Source: an optimization exercise on an open RTL-to-GDS flow (aim: small area, a short achievable clock period and few clock cycles per item). Production flows keep margins and buffers that such runs may drop. In this exercise RTL edits were held to simulation tests only and were not proved equivalent to the original. Power figures rest on the tool's default switching activity, not on a simulated workload.

==> flow/design.v <==
`timescale 1ns / 1ps
package grcd_pkg;
   localparam int MapDimDefault = 32;
   localparam int FracBits      = 16;
   localparam int VecFrac       = 14;
   localparam int RecipShift    = 46;
   localparam int PosW      = 22;
   localparam int VecW      = 16;
   localparam int SwW       = 13;
   localparam int MwW       = 7;
   localparam int ColW      = 12;
   localparam int CellAddrW = 12;
   localparam int DistW     = 24;
   localparam int HitW      = 6;
   localparam int CsrAddrW  = 5;
   localparam int CsrDataW  = 32;
   localparam int AbsW  = 29;
   localparam int CamQW = ColW + FracBits + 1;
   localparam int RecW  = RecipShift + 1;
   localparam int DiffW = RecW + 8;
   localparam int KCam  = 3;
   localparam int KRec  = 3;
   localparam int KPerp = 3;
   localparam logic [2:0] REG_POS_X    = 3'd0;
   localparam logic [2:0] REG_POS_Y    = 3'd1;
   localparam logic [2:0] REG_DIR_X    = 3'd2;
   localparam logic [2:0] REG_DIR_Y    = 3'd3;
   localparam logic [2:0] REG_PLANE_X  = 3'd4;
   localparam logic [2:0] REG_PLANE_Y  = 3'd5;
   localparam logic [2:0] REG_SCREEN_W = 3'd6;
   localparam logic [2:0] REG_MAP_W    = 3'd7;
   typedef struct packed {
      logic [PosW-1:0]        pos_x;
      logic [PosW-1:0]        pos_y;
      logic signed [VecW-1:0] dir_x;
      logic signed [VecW-1:0] dir_y;
      logic signed [VecW-1:0] plane_x;
      logic signed [VecW-1:0] plane_y;
      logic [SwW-1:0]         screen_width;
      logic [MwW-1:0]         map_width;
   } cfg_type;
endpackage
`timescale 1ns / 1ps
module grcd_div #(
   parameter int RW = 29,
   parameter int K  = 4
) (
   input  logic [RW-1:0] r_i,
   input  logic [K-1:0]  nbits_i,
   input  logic [RW-1:0] d_i,
   output logic [RW-1:0] r_o,
   output logic [K-1:0]  q_o
);
   logic [RW-1:0] r [K+1];
   logic [RW:0]   t [K];
   logic [RW+1:0] s [K];
   assign r[0] = r_i;
   for (genvar i = 0; i < K; i++) begin : g_step
      assign t[i] = {r[i], nbits_i[K-1-i]};
      assign s[i] = {1'b0, t[i]} - {2'b00, d_i};
      assign q_o[K-1-i] = !s[i][RW+1];
      assign r[i+1] = s[i][RW+1] ? t[i][RW-1:0] : s[i][RW-1:0];
   end
   assign r_o = r[K];
endmodule
`timescale 1ns / 1ps
module grcd_ram #(
   parameter int DEPTH = 1024
) (
   input  logic                     clock,
   input  logic                     we,
   input  logic [$clog2(DEPTH)-1:0] waddr,
   input  logic                     wdata,
   input  logic [$clog2(DEPTH)-1:0] raddr,
   output logic                     rdata
);
   localparam int AW = $clog2(DEPTH);
   localparam int LW = AW / 2;
   localparam int HW = AW - LW;
   logic [DEPTH-1:0]    cells;
   logic [(1<<HW)-1:0]  hsel;
   logic [(1<<LW)-1:0]  lsel;
   for (genvar h = 0; h < (1 << HW); h++) begin : g_h
      assign hsel[h] = we && (waddr[AW-1:LW] == HW'(h));
   end
   for (genvar l = 0; l < (1 << LW); l++) begin : g_l
      assign lsel[l] = waddr[LW-1:0] == LW'(l);
   end
   always_ff @(posedge clock) begin
      for (int i = 0; i < DEPTH; i++) begin
         if (hsel[i >> LW] && lsel[i % (1 << LW)]) begin
            cells[i] <= wdata;
         end
      end
   end
   assign rdata = cells[raddr];
endmodule
`timescale 1ns / 1ps
module grcd_ctrl (
   input  logic                       clock,
   input  logic                       reset,
   input  grcd_pkg::cfg_type          cfg_i,
   input  logic                       c_done_i,
   output logic                       take_o,
   input  logic [grcd_pkg::AbsW-1:0]  ax_i,
   input  logic [grcd_pkg::AbsW-1:0]  ay_i,
   input  logic                       negx_i,
   input  logic                       negy_i,
   input  logic [grcd_pkg::RecW-1:0]  dx_i,
   input  logic [grcd_pkg::RecW-1:0]  dy_i,
   input  logic [grcd_pkg::RecW-1:0]  sx_i,
   input  logic [grcd_pkg::RecW-1:0]  sy_i,
   output logic [9:0]                 map_raddr_o,
   input  logic                       map_rdata_i,
   output logic                       walk_busy_o,
   output logic                       rsp_valid_o,
   input  logic                       rsp_ready_i,
   output logic [grcd_pkg::DistW-1:0] perp_dist_o,
   output logic                       hit_side_o,
   output logic [grcd_pkg::HitW-1:0]  hit_x_o,
   output logic [grcd_pkg::HitW-1:0]  hit_y_o,
   output logic                       hit_found_o
);
   localparam int FB    = grcd_pkg::FracBits;
   localparam int AW    = grcd_pkg::AbsW;
   localparam int RecW  = grcd_pkg::RecW;
   localparam int DiffW = grcd_pkg::DiffW;
   localparam int KP    = grcd_pkg::KPerp;
   localparam int ItP   = (grcd_pkg::DistW + KP - 1) / KP;
   localparam int NP    = ItP * KP;
   localparam int MW    = grcd_pkg::MwW;
   logic                    w_busy, w_done;
   logic [6:0]              w_cnt;
   logic signed [DiffW-1:0] w_diff;
   logic [RecW-1:0]         w_dx, w_dy;
   logic [AW-1:0]           w_ax, w_ay;
   logic                    w_negx, w_negy, w_ax0, w_ay0;
   logic signed [8:0]       w_mx, w_my;
   logic signed [15:0]      w_lin;
   logic                    w_side;
   logic [6:0]              r_mx, r_my;
   logic                    r_side, r_hit;
   logic                    take_x, in_map, stop, w_xfer;
   logic [5:0]              mx0, my0;
   logic signed [15:0]      mwv;
   assign mx0   = cfg_i.pos_x[grcd_pkg::PosW-1:FB];
   assign my0   = cfg_i.pos_y[grcd_pkg::PosW-1:FB];
   assign mwv   = 16'(cfg_i.map_width);
   assign take_x = !w_ax0 && (w_ay0 || w_diff[DiffW-1]);
   assign in_map = !w_mx[8] && !w_my[8] && (w_mx < $signed({2'b00, cfg_i.map_width}))
                   && (w_lin[15:10] == 6'd0);
   assign stop   = (w_cnt != 7'd0) && (!in_map || map_rdata_i || (w_cnt == 7'd64));
   assign map_raddr_o = w_lin[9:0];
   assign take_o = c_done_i && (!w_busy || w_xfer);
   logic                p_busy, p_done, p_hit, p_side, p_ovf;
   logic [3:0]          p_ph;
   logic [5:0]          p_hx, p_hy;
   logic [7:0]          p_edge;
   logic [AW-1:0]       p_a, p_r, p_r_nx;
   logic [NP-1:0]       p_nq;
   logic [KP-1:0]       p_q;
   logic [23:0]         p_num;
   logic signed [24:0]  num;
   logic [grcd_pkg::PosW-1:0] pos_sel;
   logic                p_xfer, out_free;
   assign pos_sel = p_side ? cfg_i.pos_y : cfg_i.pos_x;
   assign num     = $signed({1'b0, p_edge, 16'd0}) - $signed({3'b000, pos_sel});
   assign p_done  = p_busy && (p_ph == 4'(ItP + 2));
   assign w_xfer  = w_done && (!p_busy || p_xfer);
   assign out_free = !rsp_valid_o || rsp_ready_i;
   assign p_xfer  = p_done && out_free;
   assign walk_busy_o = w_busy;
   grcd_div #(.RW(AW), .K(KP)) u_div_p (
      .r_i(p_r), .nbits_i(p_nq[NP-1 -: KP]), .d_i(p_a), .r_o(p_r_nx), .q_o(p_q));
   always_ff @(posedge clock) begin
      if (reset) begin
         w_busy      <= 1'b0;
         w_done      <= 1'b0;
         p_busy      <= 1'b0;
         rsp_valid_o <= 1'b0;
      end else begin
         if (take_o) begin
            w_busy <= 1'b1;
            w_done <= (ax_i == '0) && (ay_i == '0);
         end else if (w_xfer) begin
            w_busy <= 1'b0;
            w_done <= 1'b0;
         end else if (w_busy && stop) begin
            w_done <= 1'b1;
         end
         if (w_xfer)      p_busy <= 1'b1;
         else if (p_xfer) p_busy <= 1'b0;
         if (p_xfer)          rsp_valid_o <= 1'b1;
         else if (rsp_ready_i) rsp_valid_o <= 1'b0;
      end
      if (take_o) begin
         w_cnt  <= '0;
         w_diff <= DiffW'(sx_i) - DiffW'(sy_i);
         w_dx   <= dx_i;
         w_dy   <= dy_i;
         w_ax   <= ax_i;
         w_ay   <= ay_i;
         w_ax0  <= ax_i == '0;
         w_ay0  <= ay_i == '0;
         w_negx <= negx_i;
         w_negy <= negy_i;
         w_mx   <= 9'(mx0);
         w_my   <= 9'(my0);
         w_lin  <= 16'(mx0) + 16'(my0) * 16'(cfg_i.map_width);
         w_side <= 1'b0;
         r_hit  <= 1'b0;
      end else if (w_busy && !w_done) begin
         r_mx   <= w_mx[6:0];
         r_my   <= w_my[6:0];
         r_side <= w_side;
         r_hit  <= in_map && map_rdata_i;
         w_cnt  <= w_cnt + 7'd1;
         if (take_x) begin
            w_diff <= w_diff + DiffW'(w_dx);
            w_mx   <= w_negx ? w_mx - 9'sd1 : w_mx + 9'sd1;
            w_lin  <= w_negx ? w_lin - 16'sd1 : w_lin + 16'sd1;
            w_side <= 1'b0;
         end else begin
            w_diff <= w_diff - DiffW'(w_dy);
            w_my   <= w_negy ? w_my - 9'sd1 : w_my + 9'sd1;
            w_lin  <= w_negy ? w_lin - mwv : w_lin + mwv;
            w_side <= 1'b1;
         end
      end
      if (w_xfer) begin
         p_ph   <= '0;
         p_hit  <= r_hit;
         p_side <= r_side;
         p_hx   <= r_mx[5:0];
         p_hy   <= r_my[5:0];
         p_edge <= r_side ? 8'(r_my) + 8'(w_negy) : 8'(r_mx) + 8'(w_negx);
         p_a    <= r_side ? w_ay : w_ax;
      end else if (p_busy && !p_done) begin
         p_ph <= p_ph + 4'd1;
         if (p_ph == 4'd0) begin
            p_num <= num[24] ? 24'(-num) : 24'(num);
         end else if (p_ph == 4'd1) begin
            p_ovf <= AW'(p_num[23:10]) >= p_a;
            p_r   <= AW'(p_num[23:10]);
            p_nq  <= NP'({p_num[9:0], 14'd0});
         end else begin
            p_r  <= p_r_nx;
            p_nq <= {p_nq[NP-KP-1:0], p_q};
         end
      end
      if (p_xfer) begin
         hit_found_o <= p_hit;
         hit_side_o  <= p_hit && p_side;
         hit_x_o     <= p_hit ? p_hx : '0;
         hit_y_o     <= p_hit ? p_hy : '0;
         perp_dist_o <= !p_hit ? '0 : p_ovf ? '1 : p_nq[grcd_pkg::DistW-1:0];
      end
   end
endmodule
`timescale 1ns / 1ps
module grcd_dp (
   input  logic                       clock,
   input  logic                       reset,
   input  grcd_pkg::cfg_type          cfg_i,
   input  logic                       load_i,
   input  logic [grcd_pkg::ColW-1:0]  column_i,
   input  logic                       take_i,       
   output logic                       a_free_o,     
   output logic                       busy_o,       
   output logic                       done_o,       
   output logic [grcd_pkg::AbsW-1:0]  ax_o,
   output logic [grcd_pkg::AbsW-1:0]  ay_o,
   output logic                       negx_o,
   output logic                       negy_o,
   output logic [grcd_pkg::RecW-1:0]  dx_o,
   output logic [grcd_pkg::RecW-1:0]  dy_o,
   output logic [grcd_pkg::RecW-1:0]  sx_o,
   output logic [grcd_pkg::RecW-1:0]  sy_o
);
   localparam int FB   = grcd_pkg::FracBits;
   localparam int AW   = grcd_pkg::AbsW;
   localparam int SwW  = grcd_pkg::SwW;
   localparam int QW   = grcd_pkg::CamQW;
   localparam int RecW = grcd_pkg::RecW;
   localparam int KA   = grcd_pkg::KCam;
   localparam int KC   = grcd_pkg::KRec;
   localparam int ItA  = (QW + KA - 1) / KA;
   localparam int NA   = ItA * KA;
   localparam int ItC  = (RecW + KC - 1) / KC;
   localparam int NC   = ItC * KC;
   localparam int AccW = QW + 5;
   logic          a_busy, a_done;
   logic [3:0]    a_cnt;
   logic [SwW-1:0] a_r, a_r_nx, sw_eff;
   logic [NA-1:0] a_nq;
   logic [KA-1:0] a_q;
   logic          a_xfer;
   assign sw_eff = (cfg_i.screen_width == '0) ? SwW'(1) : cfg_i.screen_width;
   assign a_done = a_busy && (a_cnt == 4'(ItA));
   grcd_div #(.RW(SwW), .K(KA)) u_div_a (
      .r_i     (a_r),
      .nbits_i (a_nq[NA-1 -: KA]),
      .d_i     (sw_eff),
      .r_o     (a_r_nx),
      .q_o     (a_q)
   );
   logic                   b_busy, b_done;
   logic [2:0]             b_cnt;
   logic [QW-1:0]          b_q;
   logic signed [AccW-1:0] b_accx, b_accy;
   logic [16:0]            b_plx, b_ply;     
   logic                   b_xfer;
   assign b_done = b_busy && (b_cnt == 3'd6);
   logic signed [AccW-1:0] b_q1, b_q2;
   logic signed [AccW-1:0] b_accx_nx, b_accy_nx;
   logic signed [AccW-1:0] bx_m0, bx_m1, by_m0, by_m1, bx_s0, by_s0, bx_s1, by_s1;
   assign b_q1 = $signed({5'b00000, b_q});
   assign b_q2 = $signed({4'b0000, b_q, 1'b0});
   always_comb begin
      unique case (b_plx[2:0])
         3'b001, 3'b010: bx_m0 = b_q1;
         3'b011:         bx_m0 = b_q2;
         3'b100:         bx_m0 = -b_q2;
         3'b101, 3'b110: bx_m0 = -b_q1;
         default:        bx_m0 = '0;
      endcase
      unique case (b_plx[4:2])
         3'b001, 3'b010: bx_m1 = b_q1;
         3'b011:         bx_m1 = b_q2;
         3'b100:         bx_m1 = -b_q2;
         3'b101, 3'b110: bx_m1 = -b_q1;
         default:        bx_m1 = '0;
      endcase
      unique case (b_ply[2:0])
         3'b001, 3'b010: by_m0 = b_q1;
         3'b011:         by_m0 = b_q2;
         3'b100:         by_m0 = -b_q2;
         3'b101, 3'b110: by_m0 = -b_q1;
         default:        by_m0 = '0;
      endcase
      unique case (b_ply[4:2])
         3'b001, 3'b010: by_m1 = b_q1;
         3'b011:         by_m1 = b_q2;
         3'b100:         by_m1 = -b_q2;
         3'b101, 3'b110: by_m1 = -b_q1;
         default:        by_m1 = '0;
      endcase
      bx_s0     = b_accx + bx_m0;
      by_s0     = b_accy + by_m0;
      bx_s1     = (bx_s0 >>> 2) + bx_m1;
      by_s1     = (by_s0 >>> 2) + by_m1;
      b_accx_nx = bx_s1 >>> 2;
      b_accy_nx = by_s1 >>> 2;
   end
   logic                c_busy, c_done;
   logic [4:0]          c_cnt;
   logic [AW-1:0]       c_ax, c_ay;
   logic                c_negx, c_negy;
   logic [AW-1:0]       c_rdx, c_rsx, c_rdy, c_rsy;
   logic [AW-1:0]       c_rdx_nx, c_rsx_nx, c_rdy_nx, c_rsy_nx;
   logic [NC-1:0]       c_dx, c_sx, c_dy, c_sy;
   logic [KC-1:0]       c_qdx, c_qsx, c_qdy, c_qsy;
   logic [FB:0]         fx, fy;
   assign c_done = c_busy && (c_cnt == 5'(ItC));
   grcd_div #(.RW(AW), .K(KC)) u_div_dx (
      .r_i(c_rdx), .nbits_i(c_dx[NC-1 -: KC]), .d_i(c_ax), .r_o(c_rdx_nx), .q_o(c_qdx));
   grcd_div #(.RW(AW), .K(KC)) u_div_sx (
      .r_i(c_rsx), .nbits_i(c_sx[NC-1 -: KC]), .d_i(c_ax), .r_o(c_rsx_nx), .q_o(c_qsx));
   grcd_div #(.RW(AW), .K(KC)) u_div_dy (
      .r_i(c_rdy), .nbits_i(c_dy[NC-1 -: KC]), .d_i(c_ay), .r_o(c_rdy_nx), .q_o(c_qdy));
   grcd_div #(.RW(AW), .K(KC)) u_div_sy (
      .r_i(c_rsy), .nbits_i(c_sy[NC-1 -: KC]), .d_i(c_ay), .r_o(c_rsy_nx), .q_o(c_qsy));
   assign fx = b_accx[AccW-1] ? (FB+1)'(cfg_i.pos_x[FB-1:0])
                              : (FB+1)'(1 << FB) - (FB+1)'(cfg_i.pos_x[FB-1:0]);
   assign fy = b_accy[AccW-1] ? (FB+1)'(cfg_i.pos_y[FB-1:0])
                              : (FB+1)'(1 << FB) - (FB+1)'(cfg_i.pos_y[FB-1:0]);
   logic c_xfer;
   assign c_xfer = c_done && take_i;
   assign b_xfer = b_done && (!c_busy || c_xfer);
   assign a_xfer = a_done && (!b_busy || b_xfer);
   assign a_free_o = !a_busy || a_xfer;
   assign busy_o   = a_busy || b_busy || c_busy;
   assign done_o   = c_done;
   logic signed [AccW-1:0] b_rx, b_ry;
   logic [AccW-1:0]        b_absx, b_absy;
   assign b_rx   = b_accx + {{(AccW-16){cfg_i.dir_x[15]}}, cfg_i.dir_x}
                          - {{(AccW-16){cfg_i.plane_x[15]}}, cfg_i.plane_x};
   assign b_ry   = b_accy + {{(AccW-16){cfg_i.dir_y[15]}}, cfg_i.dir_y}
                          - {{(AccW-16){cfg_i.plane_y[15]}}, cfg_i.plane_y};
   assign b_absx = b_accx[AccW-1] ? -b_accx : b_accx;
   assign b_absy = b_accy[AccW-1] ? -b_accy : b_accy;
   always_ff @(posedge clock) begin
      if (reset) begin
         a_busy <= 1'b0;
         b_busy <= 1'b0;
         c_busy <= 1'b0;
      end else begin
         if (load_i)      a_busy <= 1'b1;
         else if (a_xfer) a_busy <= 1'b0;
         if (a_xfer)      b_busy <= 1'b1;
         else if (b_xfer) b_busy <= 1'b0;
         if (b_xfer)      c_busy <= 1'b1;
         else if (c_xfer) c_busy <= 1'b0;
      end
      if (load_i) begin
         a_cnt <= '0;
         a_r   <= '0;
         a_nq  <= NA'({column_i, (FB + 1)'(0)});
      end else if (a_busy && !a_done) begin
         a_cnt <= a_cnt + 4'd1;
         a_r   <= a_r_nx;
         a_nq  <= {a_nq[NA-KA-1:0], a_q};
      end
      if (a_xfer) begin
         b_cnt  <= '0;
         b_q    <= a_nq[QW-1:0];
         b_accx <= '0;
         b_accy <= '0;
         b_plx  <= {cfg_i.plane_x, 1'b0};
         b_ply  <= {cfg_i.plane_y, 1'b0};
      end else if (b_busy && !b_done) begin
         b_cnt <= b_cnt + 3'd1;
         if (b_cnt < 3'd4) begin
            b_accx <= b_accx_nx;
            b_accy <= b_accy_nx;
            b_plx  <= {{4{b_plx[16]}}, b_plx[16:4]};
            b_ply  <= {{4{b_ply[16]}}, b_ply[16:4]};
         end else if (b_cnt == 3'd4) begin
            b_accx <= b_rx;
            b_accy <= b_ry;
         end else begin
            b_accx <= {b_accx[AccW-1], b_absx[AccW-2:0]};
            b_accy <= {b_accy[AccW-1], b_absy[AccW-2:0]};
         end
      end
      if (b_xfer) begin
         c_cnt  <= '0;
         c_ax   <= b_accx[AW-1:0];
         c_ay   <= b_accy[AW-1:0];
         c_negx <= b_accx[AccW-1];
         c_negy <= b_accy[AccW-1];
         c_rdx  <= '0;
         c_rsx  <= '0;
         c_rdy  <= '0;
         c_rsy  <= '0;
         c_dx   <= NC'(1) << grcd_pkg::RecipShift;
         c_dy   <= NC'(1) << grcd_pkg::RecipShift;
         c_sx   <= NC'(fx) << (grcd_pkg::RecipShift - FB);
         c_sy   <= NC'(fy) << (grcd_pkg::RecipShift - FB);
      end else if (c_busy && !c_done) begin
         c_cnt <= c_cnt + 5'd1;
         c_rdx <= c_rdx_nx;
         c_rsx <= c_rsx_nx;
         c_rdy <= c_rdy_nx;
         c_rsy <= c_rsy_nx;
         c_dx  <= {c_dx[NC-KC-1:0], c_qdx};
         c_sx  <= {c_sx[NC-KC-1:0], c_qsx};
         c_dy  <= {c_dy[NC-KC-1:0], c_qdy};
         c_sy  <= {c_sy[NC-KC-1:0], c_qsy};
      end
   end
   assign ax_o   = c_ax;
   assign ay_o   = c_ay;
   assign negx_o = c_negx;
   assign negy_o = c_negy;
   assign dx_o   = c_dx[RecW-1:0];
   assign dy_o   = c_dy[RecW-1:0];
   assign sx_o   = c_sx[RecW-1:0];
   assign sy_o   = c_sy[RecW-1:0];
endmodule
`timescale 1ns / 1ps
module grid_ray_caster_dda_unit #(
   parameter int MAP_DIM = grcd_pkg::MapDimDefault
) (
   input  logic                           clock,
   input  logic                           reset,
   input  logic                           req_valid,
   output logic                           req_ready,
   input  logic                           req_kind,
   input  logic [grcd_pkg::ColW-1:0]      req_column,
   input  logic [grcd_pkg::CellAddrW-1:0] req_cell_addr,
   input  logic                           req_cell_wall,
   output logic                           rsp_valid,
   input  logic                           rsp_ready,
   output logic [grcd_pkg::DistW-1:0]     rsp_perp_dist,
   output logic                           rsp_hit_side,
   output logic [grcd_pkg::HitW-1:0]      rsp_hit_x,
   output logic [grcd_pkg::HitW-1:0]      rsp_hit_y,
   output logic                           rsp_hit_found,
   input  logic                           csr_psel,
   input  logic                           csr_penable,
   input  logic                           csr_pwrite,
   input  logic [grcd_pkg::CsrAddrW-1:0]  csr_paddr,
   input  logic [grcd_pkg::CsrDataW-1:0]  csr_pwdata,
   output logic [grcd_pkg::CsrDataW-1:0]  csr_prdata,
   output logic                           csr_pready
);
   localparam int DW       = grcd_pkg::CsrDataW;
   localparam int MapCells = MAP_DIM * MAP_DIM;
   localparam int AddrW    = $clog2(MapCells);
   grcd_pkg::cfg_type cfg_ff, cfg_in;
   logic              csr_wr;
   logic [2:0]        csr_idx;
   logic [DW-1:0]     rdata_ff, rdata_in;
   assign csr_pready = 1'b1;
   assign csr_wr     = csr_psel & csr_penable & csr_pwrite;
   assign csr_idx    = csr_paddr[4:2];
   always_comb begin
      cfg_in = cfg_ff;
      if (csr_wr) begin
         unique case (csr_idx)
            grcd_pkg::REG_POS_X:    cfg_in.pos_x   = csr_pwdata[grcd_pkg::PosW-1:0];
            grcd_pkg::REG_POS_Y:    cfg_in.pos_y   = csr_pwdata[grcd_pkg::PosW-1:0];
            grcd_pkg::REG_DIR_X:    cfg_in.dir_x   = $signed(csr_pwdata[grcd_pkg::VecW-1:0]);
            grcd_pkg::REG_DIR_Y:    cfg_in.dir_y   = $signed(csr_pwdata[grcd_pkg::VecW-1:0]);
            grcd_pkg::REG_PLANE_X:  cfg_in.plane_x = $signed(csr_pwdata[grcd_pkg::VecW-1:0]);
            grcd_pkg::REG_PLANE_Y:  cfg_in.plane_y = $signed(csr_pwdata[grcd_pkg::VecW-1:0]);
            grcd_pkg::REG_SCREEN_W: cfg_in.screen_width = csr_pwdata[grcd_pkg::SwW-1:0];
            grcd_pkg::REG_MAP_W:    cfg_in.map_width    = csr_pwdata[grcd_pkg::MwW-1:0];
            default: cfg_in = cfg_ff;
         endcase
      end
   end
   always_comb begin
      unique case (csr_idx)
         grcd_pkg::REG_POS_X:    rdata_in = DW'(cfg_ff.pos_x);
         grcd_pkg::REG_POS_Y:    rdata_in = DW'(cfg_ff.pos_y);
         grcd_pkg::REG_DIR_X:    rdata_in = DW'(cfg_ff.dir_x);
         grcd_pkg::REG_DIR_Y:    rdata_in = DW'(cfg_ff.dir_y);
         grcd_pkg::REG_PLANE_X:  rdata_in = DW'(cfg_ff.plane_x);
         grcd_pkg::REG_PLANE_Y:  rdata_in = DW'(cfg_ff.plane_y);
         grcd_pkg::REG_SCREEN_W: rdata_in = DW'(cfg_ff.screen_width);
         grcd_pkg::REG_MAP_W:    rdata_in = DW'(cfg_ff.map_width);
         default:                rdata_in = '0;
      endcase
   end
   assign csr_prdata = rdata_ff;
   always_ff @(posedge clock) begin
      if (reset) begin
         cfg_ff.pos_x        <= '0;
         cfg_ff.pos_y        <= '0;
         cfg_ff.dir_x        <= -16'sd16384;
         cfg_ff.dir_y        <= '0;
         cfg_ff.plane_x      <= '0;
         cfg_ff.plane_y      <= 16'sd10813;
         cfg_ff.screen_width <= 13'd640;
         cfg_ff.map_width    <= 7'd24;
      end else begin
         cfg_ff <= cfg_in;
      end
      rdata_ff <= rdata_in;
   end
   logic             clr_busy;
   logic [AddrW-1:0] clr_ff;
   logic             wr_pend, wr_ok, wr_wall;
   logic [AddrW-1:0] wr_addr;
   logic             a_free, setup_busy, walk_busy, c_done, take;
   logic             accept, cast_in, wr_apply;
   logic             map_we, map_wdata, map_rdata;
   logic [AddrW-1:0] map_waddr, map_raddr;
   assign req_ready = !clr_busy && !wr_pend && a_free;
   assign accept    = req_valid && req_ready;
   assign cast_in   = accept && req_kind;
   assign wr_apply  = wr_pend && !setup_busy && !walk_busy;
   assign map_we    = clr_busy || (wr_apply && wr_ok);
   assign map_waddr = clr_busy ? clr_ff : wr_addr;
   assign map_wdata = !clr_busy && wr_wall;
   always_ff @(posedge clock) begin
      if (reset) begin
         clr_busy <= 1'b1;
         clr_ff   <= '0;
         wr_pend  <= 1'b0;
      end else begin
         if (clr_busy) begin
            clr_ff <= clr_ff + AddrW'(1);
            if (clr_ff == '1) clr_busy <= 1'b0;
         end
         if (accept && !req_kind) wr_pend <= 1'b1;
         else if (wr_apply)       wr_pend <= 1'b0;
      end
      if (accept && !req_kind) begin
         wr_ok   <= req_cell_addr < grcd_pkg::CellAddrW'(MapCells);
         wr_addr <= req_cell_addr[AddrW-1:0];
         wr_wall <= req_cell_wall;
      end
   end
   grcd_ram #(
      .DEPTH (MapCells)
   ) u_map (
      .clock (clock),
      .we    (map_we),
      .waddr (map_waddr),
      .wdata (map_wdata),
      .raddr (map_raddr),
      .rdata (map_rdata)
   );
   logic [grcd_pkg::AbsW-1:0] ax, ay;
   logic                      negx, negy;
   logic [grcd_pkg::RecW-1:0] dx, dy, sx, sy;
   grcd_dp u_dp (
      .clock    (clock),
      .reset    (reset),
      .cfg_i    (cfg_ff),
      .load_i   (cast_in),
      .column_i (req_column),
      .take_i   (take),
      .a_free_o (a_free),
      .busy_o   (setup_busy),
      .done_o   (c_done),
      .ax_o     (ax),
      .ay_o     (ay),
      .negx_o   (negx),
      .negy_o   (negy),
      .dx_o     (dx),
      .dy_o     (dy),
      .sx_o     (sx),
      .sy_o     (sy)
   );
   grcd_ctrl u_ctrl (
      .clock       (clock),
      .reset       (reset),
      .cfg_i       (cfg_ff),
      .c_done_i    (c_done),
      .take_o      (take),
      .ax_i        (ax),
      .ay_i        (ay),
      .negx_i      (negx),
      .negy_i      (negy),
      .dx_i        (dx),
      .dy_i        (dy),
      .sx_i        (sx),
      .sy_i        (sy),
      .map_raddr_o (map_raddr),
      .map_rdata_i (map_rdata),
      .walk_busy_o (walk_busy),
      .rsp_valid_o (rsp_valid),
      .rsp_ready_i (rsp_ready),
      .perp_dist_o (rsp_perp_dist),
      .hit_side_o  (rsp_hit_side),
      .hit_x_o     (rsp_hit_x),
      .hit_y_o     (rsp_hit_y),
      .hit_found_o (rsp_hit_found)
   );
endmodule
==> flow/run.sh <==
#!/bin/bash
# synth_recipe.tcl (not shown) runs the flow's synth.tcl, then flattens the netlist and writes it again
# the make line also repeats each setting of config.mk as NAME=value (left out here)
make -C /OpenROAD-flow-scripts/flow DESIGN_CONFIG=/design/flow/config.mk WORK_HOME=/design/flow/orfs CLKGATE_MAP_FILE= SYNTH_SCRIPT=/design/flow/synth_recipe.tcl finish
==> flow/config.mk <==
export PLATFORM = sky130hd
export DESIGN_NAME = grid_ray_caster_dda_unit
export DESIGN_NICKNAME = grid_ray_caster_dda_unit
export VERILOG_FILES = /design/flow/design.v
export SDC_FILE = /design/flow/constraint.sdc
export NUM_CORES = 4
export LEC_CHECK = 0
export CAP_MARGIN = 20
export CORE_MARGIN = 2
export CORE_UTILIZATION = 40
export SLEW_MARGIN = 20
==> flow/constraint.sdc <==
create_clock -name core_clock -period 10.0 [get_ports {clock}]
set_input_delay 2.0000 -clock core_clock [delete_from_list [all_inputs] [get_ports {clock}]]
set_output_delay 2.0000 -clock core_clock [all_outputs]
set_load 0.01 [all_outputs]
==> impl_results.md, run 1 <==
- Status: complete, no violations
- Gpl congestion: 0.9665
- VDD IR-drop max: 0.4240 mV
- CP endpoint kind: flop
- Final Routed Wirelength: 443700 um
- Critical Path AT: 10.43 ns
- Leak: 58.22 nW
- Worst-path maximum fanout: 13
- GR peak layer: met2
- Die area: 0.3580 mm2
- Root Driver: clkbuf_16
- Pin count of the biggest net entering global routing: 273
- R2r startpoint: u_dp.c_sy[47]
- CTS tree: yes
- Worst-path clk slew: 0.06 ns
- Clock Sinks: 2200
- Layout Nets: 15910
- Worst hold slack: 0.3893 ns
- Post-route cell area: 0.1597 mm2
- Reg power frac: 0.242
- Initial Utilization: 0.4012
- Psw: 17.57 mW
- Most area-hungry cell type in the Yosys netlist: edfxtp_1
- Most area-consuming cells after synthesis: edfxtp_1 (35%), dfxtp_1 (8.2%), ha_1 (7.8%)
- # setup viols final: 0
- H-tree levels: 4
- Port bufs: 129
- Clock buffer count from CTS: 240
- Max clock buf depth: 4
- R2R Setup Slk: 0.39 ns
- Vias in the first global route: 105200
- Hpwl dp: 311300 um
- Internal power: 26.67 mW
- Type of the worst setup path: reg2reg
- Share of cells above drive strength 1: 0.1222
- Max-slew headroom: 0.2470
- Area Growth Syn to Fin: 13.07%
- Cells after Synth: 14580
- Slowest cell delay on critical path: 0.51 ns
- Most frequent cells in the layout: nor2_1 (1947), edfxtp_1 (1624), nand2_1 (1429)
- Clock Latency Late Sink: 0.97 ns
- Core Footprint: 0.3521 mm2
- Hold Startpoint: u_dp.c_dx[19]
- Crit start category: flop
- DRC viols: 0
- Hold EP: u_ctrl.w_dx[19]
- Fin crit period: 9.609 ns
- Maximum clock rate: 104.1 MHz
- Clk network pwr share: 0.204
- Drt via density: 5.666
- Pwr Density: 276.9 mW/mm2
- GR Util All Layers: 0.2400
- # rows: 218
- Hold Path Cell Cnt: 0
- Synth Register Bits: 2200
- Max-Cap Viols: 0
- Area share of the largest cell type after synthesis: 0.3452
- Layout Utilization: 0.4537
- Worst Tran Pin Value: 1.126 ns
- Number of flops mapped to enable cells by yosys: 1624
- Sw Ratio: 0.3971
- Fin cells: 19810
- R2r worst-path depth: 41
- Global-route wire length before repair: 660800 um
- Final Hold Vio Count: 0
- # IOs: 143
- Main synth FF type: edfxtp_1
- WL per Instance: 22.40 um
- Hold_buf cts: 0
- R2R Path End: u_dp.c_rsy[5]
- Area after DPL: 0.1511 mm2
- Commonest non-fill, non-tap cell in the layout: nor2_1
- Met1 Use GR: 0.3347
- Part of the cycle the worst path needs: 0.9609
- Met3 GRT Util: 0.03202
- Drt initial violations: 11290
- Global-route track usage on met2: 0.3800
- GR Overflow Total: 0
- Cell area after synthesis: 0.1413 mm2
- Initial antenna violation count: 39
- Max Clock Skew: 0.1148 ns
- Die Wd: 598.3 um
- Final Max Slew Viols: 0
- Initial DRT Pass Iterations: 8
- Die Ht: 598.3 um
- Post-Syn Nets: 15640
- Combinational Power Share: 0.554
- Fraction of registers with async set/reset: 0
- Final ANT Viol Nets: 0
- Req. time, crit path: 10.82 ns
- Worst min path class: reg2reg
- Placed insts: 19310
- Synth warn: 12
- Mean Syn Cell Area: 9.692 um2
- Cell variety after synth: 105
- Detailed-route via count: 112200
- Seq/Total Area, Yosys: 0.4268
- Slowest CP cell: or4_4
[flip-flops by register name, indices dropped and copies added (netlist names), 30 cells and up]
signal,count
u_dp.b_accx,34
u_dp.c_dx,48
u_map.cells,1024
u_dp.c_sx,48
u_ctrl.w_dy,47
u_ctrl.w_dx,47
u_dp.c_sy,48
cfg_ff,128
u_dp.b_accy,34
u_ctrl.w_diff,55
u_dp.a_nq,30
u_dp.c_dy,48
[area by class of cell]
cell class | count | area, um2
well taps | 4730 | 5918
flip-flops and latches | 2200 | 60310
clock buffers | 313 | 6452
repair buffers | 848 | 7048
inverters | 745 | 2814
multi-input cells | 10820 | 75750
fillers | 33500 | 192400
diodes | 23 | 57.56
clock inverters | 134 | 1401
[power groups by stage]
stage	combinational (mW)	clock, mW	sequential (mW)
after floorplan	17.4	0	10.6
after global placement	23.7	0	10.9
after detailed placement	23.8	0	10.9
after CTS	24.0	9.18	10.7
after global routing	27.1	9.52	10.7
final	24.5	9.04	10.7
[metal layers]
metal / part of all wire / routed length (um)
met1: 0.44 / 193000
met2: 0.45 / 201900
met3: 0.072 / 31840
met4: 0.038 / 16930
met5: 0.000090 / 40
[worst max-delay path, delay by kind of cell, from the launching register on]
kind | cells | cell delay (ns)
AND/OR/NAND/NOR | 9 | 2.33
buffers and inverters | 6 | 0.87
multiplexers | 2 | 0.66
AO/OA/AOI/OAI | 20 | 4.23
adder cells (fa/ha/maj) | 4 | 1.11
flip-flops | 1 | 0.31
[synth_stat cells (111+ instances only)]
cell      number
a211oi_1     113
a21o_1       336
a21oi_1     1049
a31oi_1      115
clkbuf_1     659
dfxtp_1      576
edfxtp_1    1624
fa_1         111
ha_1         881
inv_1        734
mux2_2       151
mux2i_1      198
mux4_2       344
nand2_1     1479
nand2b_1     123
nand3_1      212
nor2_1      1962
nor2b_1      145
nor3_1       214
o21a_1       161
o21ai_0      946
xnor2_1      597
xor2_1       320
[worst max path at each step]
stage                    startpoint              to
detailed placement    u_ctrl.p_a[0]   u_ctrl.p_r[0]
floorplan                  clr_busy  u_map.cells[0]
finish                u_dp.c_sy[47]   u_dp.c_rsy[5]
global placement    u_ctrl.p_nq[23]   u_ctrl.p_r[0]
global route           u_dp.c_ay[2]   u_dp.c_rdy[3]
CTS                    u_dp.c_ax[0]  u_dp.c_rsx[11]
[through the flow]
| stage | power (mW) | setup TNS (ns) | setup WS (ns) |
|---|---|---|---|
| after floorplan | 28.04 | -598.83 | -0.5848 |
| after global placement | 34.56 | -19.08 | -0.5995 |
| after detailed placement | 34.70 | -18.70 | -0.5404 |
| after CTS | 43.88 | 0 | 0.01835 |
| after global routing | 47.37 | -0.7571 | -0.05606 |
| final | 44.24 | 0 | 0.3910 |
[what timing repair did]
item,CTS,global route
pin swaps,2,30
gates resized for setup,12,103
cloned,0,1
endpoints found under the setup margin,90,164
setup buffers,1,20
[cell families (layout without fill, tap and decap cells)]
logic type | after synthesis | in the layout | synth area share
other cells | 1 | 24 | 0.00002654
buf+inv | 1562 | 2040 | 0.04216
mux | 693 | 693 | 0.08090
fa+ha+maj | 994 | 994 | 0.09389
simple gates | 4658 | 4658 | 0.1433
compound gates | 3552 | 3552 | 0.1561
flops | 2200 | 2200 | 0.4268
xor+xnor | 917 | 917 | 0.05685
Testbench counts, summed over its fixed seeds: cycles 27,460, casts 1,536.
==> run 2: changes to the inputs <==
--- a/flow/design.v
+++ b/flow/design.v
@@ -18,9 +18,9 @@
    localparam int CamQW = ColW + FracBits + 1;
    localparam int RecW  = RecipShift + 1;
    localparam int DiffW = RecW + 8;
-   localparam int KCam  = 3;
-   localparam int KRec  = 3;
-   localparam int KPerp = 3;
+   localparam int SCam  = 2;
+   localparam int KRec  = 2;
+   localparam int SPerp = 2;
    localparam logic [2:0] REG_POS_X    = 3'd0;
    localparam logic [2:0] REG_POS_Y    = 3'd1;
    localparam logic [2:0] REG_DIR_X    = 3'd2;
@@ -63,6 +63,35 @@
    end
    assign r_o = r[K];
 endmodule
+module grcd_div4 #(
+   parameter int RW = 29,
+   parameter int S  = 2
+) (
+   input  logic [RW-1:0]  r_i,
+   input  logic [2*S-1:0] nbits_i,
+   input  logic [RW-1:0]  d_i,
+   input  logic [RW+1:0]  d3_i,
+   output logic [RW-1:0]  r_o,
+   output logic [2*S-1:0] q_o
+);
+   logic [RW-1:0] r [S+1];
+   assign r[0] = r_i;
+   for (genvar i = 0; i < S; i++) begin : g_step
+      logic [RW+1:0] t;
+      logic [RW+2:0] s1, s2, s3;
+      logic          ge1, ge2, ge3;
+      assign t   = {r[i], nbits_i[2*S-1-2*i -: 2]};
+      assign s1  = {1'b0, t} - {3'b000, d_i};
+      assign s2  = {1'b0, t} - {2'b00, d_i, 1'b0};
+      assign s3  = {1'b0, t} - {1'b0, d3_i};
+      assign ge1 = !s1[RW+2];
+      assign ge2 = !s2[RW+2];
+      assign ge3 = !s3[RW+2];
+      assign q_o[2*S-1-2*i -: 2] = ge3 ? 2'd3 : ge2 ? 2'd2 : ge1 ? 2'd1 : 2'd0;
+      assign r[i+1] = ge3 ? s3[RW-1:0] : ge2 ? s2[RW-1:0] : ge1 ? s1[RW-1:0] : t[RW-1:0];
+   end
+   assign r_o = r[S];
+endmodule
 `timescale 1ns / 1ps
 module grcd_ram #(
    parameter int DEPTH = 1024
@@ -125,7 +154,7 @@
    localparam int AW    = grcd_pkg::AbsW;
    localparam int RecW  = grcd_pkg::RecW;
    localparam int DiffW = grcd_pkg::DiffW;
-   localparam int KP    = grcd_pkg::KPerp;
+   localparam int KP    = 2 * grcd_pkg::SPerp;
    localparam int ItP   = (grcd_pkg::DistW + KP - 1) / KP;
    localparam int NP    = ItP * KP;
    localparam int MW    = grcd_pkg::MwW;
@@ -157,6 +186,7 @@
    logic [5:0]          p_hx, p_hy;
    logic [7:0]          p_edge;
    logic [AW-1:0]       p_a, p_r, p_r_nx;
+   logic [AW+1:0]       p_a3;
    logic [NP-1:0]       p_nq;
    logic [KP-1:0]       p_q;
    logic [23:0]         p_num;
@@ -170,8 +200,8 @@
    assign out_free = !rsp_valid_o || rsp_ready_i;
    assign p_xfer  = p_done && out_free;
    assign walk_busy_o = w_busy;
-   grcd_div #(.RW(AW), .K(KP)) u_div_p (
-      .r_i(p_r), .nbits_i(p_nq[NP-1 -: KP]), .d_i(p_a), .r_o(p_r_nx), .q_o(p_q));
+   grcd_div4 #(.RW(AW), .S(grcd_pkg::SPerp)) u_div_p (
+      .r_i(p_r), .nbits_i(p_nq[NP-1 -: KP]), .d_i(p_a), .d3_i(p_a3), .r_o(p_r_nx), .q_o(p_q));
    always_ff @(posedge clock) begin
       if (reset) begin
          w_busy      <= 1'b0;
@@ -241,6 +271,7 @@
             p_num <= num[24] ? 24'(-num) : 24'(num);
          end else if (p_ph == 4'd1) begin
             p_ovf <= AW'(p_num[23:10]) >= p_a;
+            p_a3  <= (AW+2)'(p_a) + (AW+2)'({p_a, 1'b0});
             p_r   <= AW'(p_num[23:10]);
             p_nq  <= NP'({p_num[9:0], 14'd0});
          end else begin
@@ -282,105 +313,58 @@
    localparam int SwW  = grcd_pkg::SwW;
    localparam int QW   = grcd_pkg::CamQW;
    localparam int RecW = grcd_pkg::RecW;
-   localparam int KA   = grcd_pkg::KCam;
+   localparam int KA   = 2 * grcd_pkg::SCam;
    localparam int KC   = grcd_pkg::KRec;
    localparam int ItA  = (QW + KA - 1) / KA;
    localparam int NA   = ItA * KA;
-   localparam int ItC  = (RecW + KC - 1) / KC;
-   localparam int NC   = ItC * KC;
+   localparam int HC   = 24;                
+   localparam int ItC  = HC / KC;
    localparam int AccW = QW + 5;
-   logic          a_busy, a_done;
-   logic [3:0]    a_cnt;
+   logic           a_busy, a_done;
+   logic [3:0]     a_cnt;
    logic [SwW-1:0] a_r, a_r_nx, sw_eff;
-   logic [NA-1:0] a_nq;
-   logic [KA-1:0] a_q;
-   logic          a_xfer;
+   logic [SwW+1:0] sw3_ff;
+   logic [NA-1:0]  a_nq;
+   logic [KA-1:0]  a_q;
+   logic           a_xfer;
    assign sw_eff = (cfg_i.screen_width == '0) ? SwW'(1) : cfg_i.screen_width;
    assign a_done = a_busy && (a_cnt == 4'(ItA));
-   grcd_div #(.RW(SwW), .K(KA)) u_div_a (
+   grcd_div4 #(.RW(SwW), .S(grcd_pkg::SCam)) u_div_a (
       .r_i     (a_r),
       .nbits_i (a_nq[NA-1 -: KA]),
       .d_i     (sw_eff),
+      .d3_i    (sw3_ff),
       .r_o     (a_r_nx),
       .q_o     (a_q)
    );
    logic                   b_busy, b_done;
-   logic [2:0]             b_cnt;
+   logic [3:0]             b_cnt;
    logic [QW-1:0]          b_q;
    logic signed [AccW-1:0] b_accx, b_accy;
    logic [16:0]            b_plx, b_ply;     
    logic                   b_xfer;
-   assign b_done = b_busy && (b_cnt == 3'd6);
-   logic signed [AccW-1:0] b_q1, b_q2;
-   logic signed [AccW-1:0] b_accx_nx, b_accy_nx;
-   logic signed [AccW-1:0] bx_m0, bx_m1, by_m0, by_m1, bx_s0, by_s0, bx_s1, by_s1;
-   assign b_q1 = $signed({5'b00000, b_q});
-   assign b_q2 = $signed({4'b0000, b_q, 1'b0});
+   logic signed [AccW-1:0] b_q1, b_q2, bx_m, by_m, bx_s, by_s;
+   assign b_done = b_busy && (b_cnt == 4'd10);
+   assign b_q1   = $signed({5'b00000, b_q});
+   assign b_q2   = $signed({4'b0000, b_q, 1'b0});
    always_comb begin
       unique case (b_plx[2:0])
-         3'b001, 3'b010: bx_m0 = b_q1;
-         3'b011:         bx_m0 = b_q2;
-         3'b100:         bx_m0 = -b_q2;
-         3'b101, 3'b110: bx_m0 = -b_q1;
-         default:        bx_m0 = '0;
-      endcase
-      unique case (b_plx[4:2])
-         3'b001, 3'b010: bx_m1 = b_q1;
-         3'b011:         bx_m1 = b_q2;
-         3'b100:         bx_m1 = -b_q2;
-         3'b101, 3'b110: bx_m1 = -b_q1;
-         default:        bx_m1 = '0;
+         3'b001, 3'b010: bx_m = b_q1;
+         3'b011:         bx_m = b_q2;
+         3'b100:         bx_m = -b_q2;
+         3'b101, 3'b110: bx_m = -b_q1;
+         default:        bx_m = '0;
       endcase
       unique case (b_ply[2:0])
-         3'b001, 3'b010: by_m0 = b_q1;
-         3'b011:         by_m0 = b_q2;
-         3'b100:         by_m0 = -b_q2;
-         3'b101, 3'b110: by_m0 = -b_q1;
-         default:        by_m0 = '0;
-      endcase
-      unique case (b_ply[4:2])
-         3'b001, 3'b010: by_m1 = b_q1;
-         3'b011:         by_m1 = b_q2;
-         3'b100:         by_m1 = -b_q2;
-         3'b101, 3'b110: by_m1 = -b_q1;
-         default:        by_m1 = '0;
+         3'b001, 3'b010: by_m = b_q1;
+         3'b011:         by_m = b_q2;
+         3'b100:         by_m = -b_q2;
+         3'b101, 3'b110: by_m = -b_q1;
+         default:        by_m = '0;
       endcase
-      bx_s0     = b_accx + bx_m0;
-      by_s0     = b_accy + by_m0;
-      bx_s1     = (bx_s0 >>> 2) + bx_m1;
-      by_s1     = (by_s0 >>> 2) + by_m1;
-      b_accx_nx = bx_s1 >>> 2;
-      b_accy_nx = by_s1 >>> 2;
-   end
-   logic                c_busy, c_done;
-   logic [4:0]          c_cnt;
-   logic [AW-1:0]       c_ax, c_ay;
-   logic                c_negx, c_negy;
-   logic [AW-1:0]       c_rdx, c_rsx, c_rdy, c_rsy;
-   logic [AW-1:0]       c_rdx_nx, c_rsx_nx, c_rdy_nx, c_rsy_nx;
-   logic [NC-1:0]       c_dx, c_sx, c_dy, c_sy;
-   logic [KC-1:0]       c_qdx, c_qsx, c_qdy, c_qsy;
-   logic [FB:0]         fx, fy;
-   assign c_done = c_busy && (c_cnt == 5'(ItC));
-   grcd_div #(.RW(AW), .K(KC)) u_div_dx (
-      .r_i(c_rdx), .nbits_i(c_dx[NC-1 -: KC]), .d_i(c_ax), .r_o(c_rdx_nx), .q_o(c_qdx));
-   grcd_div #(.RW(AW), .K(KC)) u_div_sx (
-      .r_i(c_rsx), .nbits_i(c_sx[NC-1 -: KC]), .d_i(c_ax), .r_o(c_rsx_nx), .q_o(c_qsx));
-   grcd_div #(.RW(AW), .K(KC)) u_div_dy (
-      .r_i(c_rdy), .nbits_i(c_dy[NC-1 -: KC]), .d_i(c_ay), .r_o(c_rdy_nx), .q_o(c_qdy));
-   grcd_div #(.RW(AW), .K(KC)) u_div_sy (
-      .r_i(c_rsy), .nbits_i(c_sy[NC-1 -: KC]), .d_i(c_ay), .r_o(c_rsy_nx), .q_o(c_qsy));
-   assign fx = b_accx[AccW-1] ? (FB+1)'(cfg_i.pos_x[FB-1:0])
-                              : (FB+1)'(1 << FB) - (FB+1)'(cfg_i.pos_x[FB-1:0]);
-   assign fy = b_accy[AccW-1] ? (FB+1)'(cfg_i.pos_y[FB-1:0])
-                              : (FB+1)'(1 << FB) - (FB+1)'(cfg_i.pos_y[FB-1:0]);
-   logic c_xfer;
-   assign c_xfer = c_done && take_i;
-   assign b_xfer = b_done && (!c_busy || c_xfer);
-   assign a_xfer = a_done && (!b_busy || b_xfer);
-   assign a_free_o = !a_busy || a_xfer;
-   assign busy_o   = a_busy || b_busy || c_busy;
-   assign done_o   = c_done;
+      bx_s = b_accx + bx_m;
+      by_s = b_accy + by_m;
+   end
    logic signed [AccW-1:0] b_rx, b_ry;
    logic [AccW-1:0]        b_absx, b_absy;
    assign b_rx   = b_accx + {{(AccW-16){cfg_i.dir_x[15]}}, cfg_i.dir_x}
@@ -389,19 +373,72 @@
                           - {{(AccW-16){cfg_i.plane_y[15]}}, cfg_i.plane_y};
    assign b_absx = b_accx[AccW-1] ? -b_accx : b_accx;
    assign b_absy = b_accy[AccW-1] ? -b_accy : b_accy;
+   logic                c1_busy, c1_done;
+   logic [3:0]          c1_cnt;
+   logic [AW-1:0]       c1_ax, c1_ay;
+   logic                c1_negx, c1_negy;
+   logic [AW-1:0]       c1_rdx, c1_rsx, c1_rdy, c1_rsy;
+   logic [AW-1:0]       c1_rdx_nx, c1_rsx_nx, c1_rdy_nx, c1_rsy_nx;
+   logic [HC-1:0]       c1_dx, c1_sx, c1_dy, c1_sy;
+   logic [KC-1:0]       c1_qdx, c1_qsx, c1_qdy, c1_qsy;
+   logic [FB:0]         fx, fy;
+   logic                c1_xfer;
+   assign c1_done = c1_busy && (c1_cnt == 4'(ItC));
+   grcd_div #(.RW(AW), .K(KC)) u_div_dx1 (
+      .r_i(c1_rdx), .nbits_i(c1_dx[HC-1 -: KC]), .d_i(c1_ax), .r_o(c1_rdx_nx), .q_o(c1_qdx));
+   grcd_div #(.RW(AW), .K(KC)) u_div_sx1 (
+      .r_i(c1_rsx), .nbits_i(c1_sx[HC-1 -: KC]), .d_i(c1_ax), .r_o(c1_rsx_nx), .q_o(c1_qsx));
+   grcd_div #(.RW(AW), .K(KC)) u_div_dy1 (
+      .r_i(c1_rdy), .nbits_i(c1_dy[HC-1 -: KC]), .d_i(c1_ay), .r_o(c1_rdy_nx), .q_o(c1_qdy));
+   grcd_div #(.RW(AW), .K(KC)) u_div_sy1 (
+      .r_i(c1_rsy), .nbits_i(c1_sy[HC-1 -: KC]), .d_i(c1_ay), .r_o(c1_rsy_nx), .q_o(c1_qsy));
+   assign fx = b_accx[AccW-1] ? (FB+1)'(cfg_i.pos_x[FB-1:0])
+                              : (FB+1)'(1 << FB) - (FB+1)'(cfg_i.pos_x[FB-1:0]);
+   assign fy = b_accy[AccW-1] ? (FB+1)'(cfg_i.pos_y[FB-1:0])
+                              : (FB+1)'(1 << FB) - (FB+1)'(cfg_i.pos_y[FB-1:0]);
+   logic                c2_busy, c2_done;
+   logic [3:0]          c2_cnt;
+   logic [AW-1:0]       c2_ax, c2_ay;
+   logic                c2_negx, c2_negy;
+   logic [AW-1:0]       c2_rdx, c2_rsx, c2_rdy, c2_rsy;
+   logic [AW-1:0]       c2_rdx_nx, c2_rsx_nx, c2_rdy_nx, c2_rsy_nx;
+   logic [HC-1:0]       c2_hdx, c2_hsx, c2_hdy, c2_hsy;    
+   logic [HC-1:0]       c2_dx, c2_sx, c2_dy, c2_sy;        
+   logic [KC-1:0]       c2_qdx, c2_qsx, c2_qdy, c2_qsy;
+   logic                c2_xfer;
+   assign c2_done = c2_busy && (c2_cnt == 4'(ItC));
+   grcd_div #(.RW(AW), .K(KC)) u_div_dx2 (
+      .r_i(c2_rdx), .nbits_i('0), .d_i(c2_ax), .r_o(c2_rdx_nx), .q_o(c2_qdx));
+   grcd_div #(.RW(AW), .K(KC)) u_div_sx2 (
+      .r_i(c2_rsx), .nbits_i('0), .d_i(c2_ax), .r_o(c2_rsx_nx), .q_o(c2_qsx));
+   grcd_div #(.RW(AW), .K(KC)) u_div_dy2 (
+      .r_i(c2_rdy), .nbits_i('0), .d_i(c2_ay), .r_o(c2_rdy_nx), .q_o(c2_qdy));
+   grcd_div #(.RW(AW), .K(KC)) u_div_sy2 (
+      .r_i(c2_rsy), .nbits_i('0), .d_i(c2_ay), .r_o(c2_rsy_nx), .q_o(c2_qsy));
+   assign c2_xfer  = c2_done && take_i;
+   assign c1_xfer  = c1_done && (!c2_busy || c2_xfer);
+   assign b_xfer   = b_done && (!c1_busy || c1_xfer);
+   assign a_xfer   = a_done && (!b_busy || b_xfer);
+   assign a_free_o = !a_busy || a_xfer;
+   assign busy_o   = a_busy || b_busy || c1_busy || c2_busy;
+   assign done_o   = c2_done;
    always_ff @(posedge clock) begin
       if (reset) begin
-         a_busy <= 1'b0;
-         b_busy <= 1'b0;
-         c_busy <= 1'b0;
+         a_busy  <= 1'b0;
+         b_busy  <= 1'b0;
+         c1_busy <= 1'b0;
+         c2_busy <= 1'b0;
       end else begin
-         if (load_i)      a_busy <= 1'b1;
-         else if (a_xfer) a_busy <= 1'b0;
-         if (a_xfer)      b_busy <= 1'b1;
-         else if (b_xfer) b_busy <= 1'b0;
-         if (b_xfer)      c_busy <= 1'b1;
-         else if (c_xfer) c_busy <= 1'b0;
+         if (load_i)       a_busy <= 1'b1;
+         else if (a_xfer)  a_busy <= 1'b0;
+         if (a_xfer)       b_busy <= 1'b1;
+         else if (b_xfer)  b_busy <= 1'b0;
+         if (b_xfer)       c1_busy <= 1'b1;
+         else if (c1_xfer) c1_busy <= 1'b0;
+         if (c1_xfer)      c2_busy <= 1'b1;
+         else if (c2_xfer) c2_busy <= 1'b0;
       end
+      sw3_ff <= (SwW+2)'(sw_eff) + (SwW+2)'({sw_eff, 1'b0});
       if (load_i) begin
          a_cnt <= '0;
          a_r   <= '0;
@@ -419,13 +456,13 @@
          b_plx  <= {cfg_i.plane_x, 1'b0};
          b_ply  <= {cfg_i.plane_y, 1'b0};
       end else if (b_busy && !b_done) begin
-         b_cnt <= b_cnt + 3'd1;
-         if (b_cnt < 3'd4) begin
-            b_accx <= b_accx_nx;
-            b_accy <= b_accy_nx;
-            b_plx  <= {{4{b_plx[16]}}, b_plx[16:4]};
-            b_ply  <= {{4{b_ply[16]}}, b_ply[16:4]};
-         end else if (b_cnt == 3'd4) begin
+         b_cnt <= b_cnt + 4'd1;
+         if (b_cnt < 4'd8) begin
+            b_accx <= bx_s >>> 2;
+            b_accy <= by_s >>> 2;
+            b_plx  <= {{2{b_plx[16]}}, b_plx[16:2]};
+            b_ply  <= {{2{b_ply[16]}}, b_ply[16:2]};
+         end else if (b_cnt == 4'd8) begin
             b_accx <= b_rx;
             b_accy <= b_ry;
          end else begin
@@ -434,39 +471,64 @@
          end
       end
       if (b_xfer) begin
-         c_cnt  <= '0;
-         c_ax   <= b_accx[AW-1:0];
-         c_ay   <= b_accy[AW-1:0];
-         c_negx <= b_accx[AccW-1];
-         c_negy <= b_accy[AccW-1];
-         c_rdx  <= '0;
-         c_rsx  <= '0;
-         c_rdy  <= '0;
-         c_rsy  <= '0;
-         c_dx   <= NC'(1) << grcd_pkg::RecipShift;
-         c_dy   <= NC'(1) << grcd_pkg::RecipShift;
-         c_sx   <= NC'(fx) << (grcd_pkg::RecipShift - FB);
-         c_sy   <= NC'(fy) << (grcd_pkg::RecipShift - FB);
-      end else if (c_busy && !c_done) begin
-         c_cnt <= c_cnt + 5'd1;
-         c_rdx <= c_rdx_nx;
-         c_rsx <= c_rsx_nx;
-         c_rdy <= c_rdy_nx;
-         c_rsy <= c_rsy_nx;
-         c_dx  <= {c_dx[NC-KC-1:0], c_qdx};
-         c_sx  <= {c_sx[NC-KC-1:0], c_qsx};
-         c_dy  <= {c_dy[NC-KC-1:0], c_qdy};
-         c_sy  <= {c_sy[NC-KC-1:0], c_qsy};
-      end
-   end
-   assign ax_o   = c_ax;
-   assign ay_o   = c_ay;
-   assign negx_o = c_negx;
-   assign negy_o = c_negy;
-   assign dx_o   = c_dx[RecW-1:0];
-   assign dy_o   = c_dy[RecW-1:0];
-   assign sx_o   = c_sx[RecW-1:0];
-   assign sy_o   = c_sy[RecW-1:0];
+         c1_cnt  <= '0;
+         c1_ax   <= b_accx[AW-1:0];
+         c1_ay   <= b_accy[AW-1:0];
+         c1_negx <= b_accx[AccW-1];
+         c1_negy <= b_accy[AccW-1];
+         c1_rdx  <= '0;
+         c1_rsx  <= '0;
+         c1_rdy  <= '0;
+         c1_rsy  <= '0;
+         c1_dx   <= HC'(1) << (grcd_pkg::RecipShift - HC);
+         c1_dy   <= HC'(1) << (grcd_pkg::RecipShift - HC);
+         c1_sx   <= HC'(fx) << (grcd_pkg::RecipShift - FB - HC);
+         c1_sy   <= HC'(fy) << (grcd_pkg::RecipShift - FB - HC);
+      end else if (c1_busy && !c1_done) begin
+         c1_cnt <= c1_cnt + 4'd1;
+         c1_rdx <= c1_rdx_nx;
+         c1_rsx <= c1_rsx_nx;
+         c1_rdy <= c1_rdy_nx;
+         c1_rsy <= c1_rsy_nx;
+         c1_dx  <= {c1_dx[HC-KC-1:0], c1_qdx};
+         c1_sx  <= {c1_sx[HC-KC-1:0], c1_qsx};
+         c1_dy  <= {c1_dy[HC-KC-1:0], c1_qdy};
+         c1_sy  <= {c1_sy[HC-KC-1:0], c1_qsy};
+      end
+      if (c1_xfer) begin
+         c2_cnt  <= '0;
+         c2_ax   <= c1_ax;
+         c2_ay   <= c1_ay;
+         c2_negx <= c1_negx;
+         c2_negy <= c1_negy;
+         c2_rdx  <= c1_rdx;
+         c2_rsx  <= c1_rsx;
+         c2_rdy  <= c1_rdy;
+         c2_rsy  <= c1_rsy;
+         c2_hdx  <= c1_dx;
+         c2_hsx  <= c1_sx;
+         c2_hdy  <= c1_dy;
+         c2_hsy  <= c1_sy;
+      end else if (c2_busy && !c2_done) begin
+         c2_cnt <= c2_cnt + 4'd1;
+         c2_rdx <= c2_rdx_nx;
+         c2_rsx <= c2_rsx_nx;
+         c2_rdy <= c2_rdy_nx;
+         c2_rsy <= c2_rsy_nx;
+         c2_dx  <= {c2_dx[HC-KC-1:0], c2_qdx};
+         c2_sx  <= {c2_sx[HC-KC-1:0], c2_qsx};
+         c2_dy  <= {c2_dy[HC-KC-1:0], c2_qdy};
+         c2_sy  <= {c2_sy[HC-KC-1:0], c2_qsy};
+      end
+   end
+   assign ax_o   = c2_ax;
+   assign ay_o   = c2_ay;
+   assign negx_o = c2_negx;
+   assign negy_o = c2_negy;
+   assign dx_o   = RecW'({c2_hdx, c2_dx});
+   assign dy_o   = RecW'({c2_hdy, c2_dy});
+   assign sx_o   = RecW'({c2_hsx, c2_sx});
+   assign sy_o   = RecW'({c2_hsy, c2_sy});
 endmodule
 `timescale 1ns / 1ps
 module grid_ray_caster_dda_unit #(
@@ -501,7 +563,7 @@
    grcd_pkg::cfg_type cfg_ff, cfg_in;
    logic              csr_wr;
    logic [2:0]        csr_idx;
-   logic [DW-1:0]     rdata_ff, rdata_in;
+   logic [DW-1:0]     rdata_in;
    assign csr_pready = 1'b1;
    assign csr_wr     = csr_psel & csr_penable & csr_pwrite;
    assign csr_idx    = csr_paddr[4:2];
@@ -534,7 +596,7 @@
          default:                rdata_in = '0;
       endcase
    end
-   assign csr_prdata = rdata_ff;
+   assign csr_prdata = rdata_in;
    always_ff @(posedge clock) begin
       if (reset) begin
          cfg_ff.pos_x        <= '0;
@@ -548,7 +610,6 @@
       end else begin
          cfg_ff <= cfg_in;
       end
-      rdata_ff <= rdata_in;
    end
    logic             clr_busy;
    logic [AddrW-1:0] clr_ff;
==> run 2 against run 1 <==
Effect of this change:
- count of clock-buffer cells in the layout grew 68
- first-iteration DRC count grew 7.6%
- power shrank 32%
- register-to-register slack gained 0.95 ns
- sequential share of layout area grew 1.7 points
- die area grew 14%
- sequential power grew about 10%
- critical path type unchanged
- highest routed layer unchanged
==> impl_results.md, run 2 <==
- # rows: 233
- Part of the cycle the worst path needs: 0.8660
- Share of cells above drive strength 1: 0.08198
- Largest regs: u_map.cells (1024), cfg_ff (128), u_ctrl.w_diff (55)
- Clock buffer count from CTS: 294
- Worst setup path startpoint: u_dp.c2_ay[1]
- Worst-path clk slew: 0.06 ns
- Synth warn: 12
- Req. time, crit path: 10.61 ns
- Max clock buf depth: 4
- Layout Utilization: 0.4427
- # IOs: 143
- Clock Sinks: 2498
- R2r worst-path depth: 26
- Critical path endpoint: u_dp.c2_rdy[10]
- PostCTS Resize Cnt: 0
- Max Clock Skew: 0.06733 ns
- Core Footprint: 0.4020 mm2
- CP most frequent cell: a21o_1
- Hold Startpoint: u_dp.c2_hdy[10]
- Most frequent cells in the layout: nor2_1 (2145), edfxtp_1 (2019), nand2_1 (1396)
- Most common cell in the netlist: nor2_1
- R2R Path End: u_dp.c2_rdy[10]
- Area after DPL: 0.1681 mm2
- H-tree levels: 5
- Cell area after synthesis: 0.1613 mm2
- Maximum clock rate: 115.5 MHz
- Final Routed Wirelength: 482800 um
- Fin Setup TNS: 0 ns
- Status: complete, no violations
- DRC viols: 0
- Final Hold Vio Count: 0
- Fin crit period: 8.660 ns
- Mean Syn Cell Area: 9.907 um2
- Global-route wire length before repair: 727000 um
- CP endpoint kind: flop
- Most area-hungry cell type in the Yosys netlist: edfxtp_1
- Worst min path class: reg2reg
- Hold_buf cts: 0
- Fraction of registers with async set/reset: 0
- Initial antenna violation count: 10
- Cells after Synth: 16280
- M1 wire length: 215600 um
- Worst-path maximum fanout: 49
- Cell variety after synth: 112
- Slowest cell delay on critical path: 0.66 ns
- Die Wd: 639.0 um
- Max-Cap Viols: 0
- Slowest CP cell: edfxtp_1
- Most area-consuming cells after synthesis: edfxtp_1 (38%), ha_1 (8.7%), dfxtp_1 (5.9%)
- Hpwl dp: 341200 um
- Layout Nets: 17420
- Critical Path AT: 9.27 ns
- Area Growth Syn to Fin: 10.37%
- Post-Syn Nets: 17590
- Leak: 66.43 nW
- Seq/Total Area, Yosys: 0.4354
- WP depth: 26
- Type of the worst setup path: reg2reg
- Vias in the first global route: 118300
- R2r startpoint: u_dp.c2_ay[1]
- Drt initial violations: 12150
- Crit-path leading delay family: compound AO/OA/AOI/OAI gates
- Commonest non-fill, non-tap cell in the layout: nor2_1
- Port bufs: 129
- Met3 wire len: 34210 um
- Main synth FF type: edfxtp_1
- GR Util All Layers: 0.2301
- Synth Register Bits: 2498
- Gpl congestion: 0.9159
- DR WL met2: 218500 um
- CTS tree: yes
- Worst hold slack: 0.4122 ns
- RSZ-0062 raised after global routing: false
- GR Overflow Total: 0
- Postcts setup bufs: 0
- Worst Tran Pin Value: 1.321 ns
- Most frequent cells after synthesis: nor2_1 (2158), edfxtp_1 (2019), nand2_1 (1449), a21oi_1 (1363), ha_1 (1123)
- Pin count of the biggest net entering global routing: 303
- Crit start category: flop
- Die Ht: 639.0 um
- Number of flops mapped to enable cells by yosys: 2019
- Detailed-route via count: 124100
- Largest reg by FF count: u_map.cells
- Max FFs per register: 1024
- # setup viols final: 0
- VDD IR-drop max: 0.2893 mV
- Final Max Slew Viols: 0
- Drt via density: 5.733
- WP buf/inv: 2
- WL per Instance: 22.31 um
- Initial Utilization: 0.4011
- Final ANT Viol Nets: 0
- R2R Setup Slk: 1.34 ns
- Post-route cell area: 0.1780 mm2
- Initial DRT Pass Iterations: 6
- Top routing layer in use: met5
- Die area: 0.4083 mm2
- Pwr Density: 169.0 mW/mm2
- Max-slew headroom: 0.1166
- Worst Setup Slack, final: 1.340 ns
- Root Driver: clkbuf_16
- Clock Latency Late Sink: 0.95 ns
- Area share of the largest cell type after synthesis: 0.3759
- Place WS: 1.342 ns
-- run 2: logic make-up (layout without fill, tap and decap cells) --
family,count (synthesis),after routing,synth area share
simple gates,5111,5111,0.1403
compound gates,4117,4117,0.1606
flops,2498,2498,0.4354
buf+inv,1631,1697,0.03910
fa+ha+maj,1242,1242,0.1019
xor+xnor,1049,1049,0.05697
mux,630,630,0.06568
other cells,1,7,0.00002325
-- run 2: worst min path at each step --
stage                                 end  slack [ns]  depth (start not counted)
after floorplan           u_ctrl.w_dx[22]        0.40                          0
after global placement    u_ctrl.w_dx[31]        0.40                          0
after detailed placement  u_ctrl.w_dx[31]        0.40                          0
after CTS                 u_ctrl.w_dy[34]        0.41                          0
after global routing      u_ctrl.w_dx[44]        0.41                          0
final                     u_ctrl.w_dy[34]        0.41                          0
-- run 2: final cells by class --
type / count / area (um2)
clock inverters: 149 / 1645
multi-input cells: 12150 / 85230
flip-flops and latches: 2498 / 70220
clock buffers: 381 / 8024
diodes: 6 / 15.01
well taps: 5287 / 6615
inverters: 824 / 3114
fillers: 37950 / 224000
repair buffers: 343 / 3129
-- run 2: through the flow --
stage / cells / total power [mW]
2_1_floorplan: 16280 / 17.54
3_3_place_gp: 21090 / 19.12
3_5_place_dp: 21100 / 19.20
4_1_cts: 21630 / 30.18
5_1_grt: 21630 / 31.55
6_report: 21640 / 30.08
-- run 2: report_power, final --
group,switching (mW),total (mW),internal [mW]
combinational,4.15,7.30,3.15
clock,4.55,11.0,6.40
sequential,0.437,11.8,11.4
total,9.14,30.1,20.9
-- run 2: per-layer routing --
metal  global-route usage  vias up
met5                    0        -
met4              0.06533        2
met3              0.03274      678
met2               0.3690     3972
met1               0.3235    60510
li1                     -    58890
Testbench counts of run 2, summed over its fixed seeds: cycles 22,283, casts 1,536.

-- what the ideal ports hide --
The flow's constraints put no driver on any port. The routed layouts listed below were extracted and timed again, unchanged, in two steps.
Step 1: set_driving_cell puts a clkbuf_16 on clock and a buf_2 on each other input, an assumption about the parent block.
Step 2 moves the port delays by t, midway between the first and last clock arrival at a register: inputs arrive t later, outputs are due t later. That takes back most of the time a late clock gives input paths.
a / b / c = ideal ports / drivers / drivers and shift; a / b = the first two.
run | t, ns | setup slack, ns | worst register clock-pin slew, ns
run 1 | 1.017 | 0.391 / 0.391 / 0.391 | 0.08 / 0.08
run 2 | 1.031 | 1.340 / 1.340 / 1.340 | 0.07 / 0.07
After both steps every run listed still meets setup and hold.
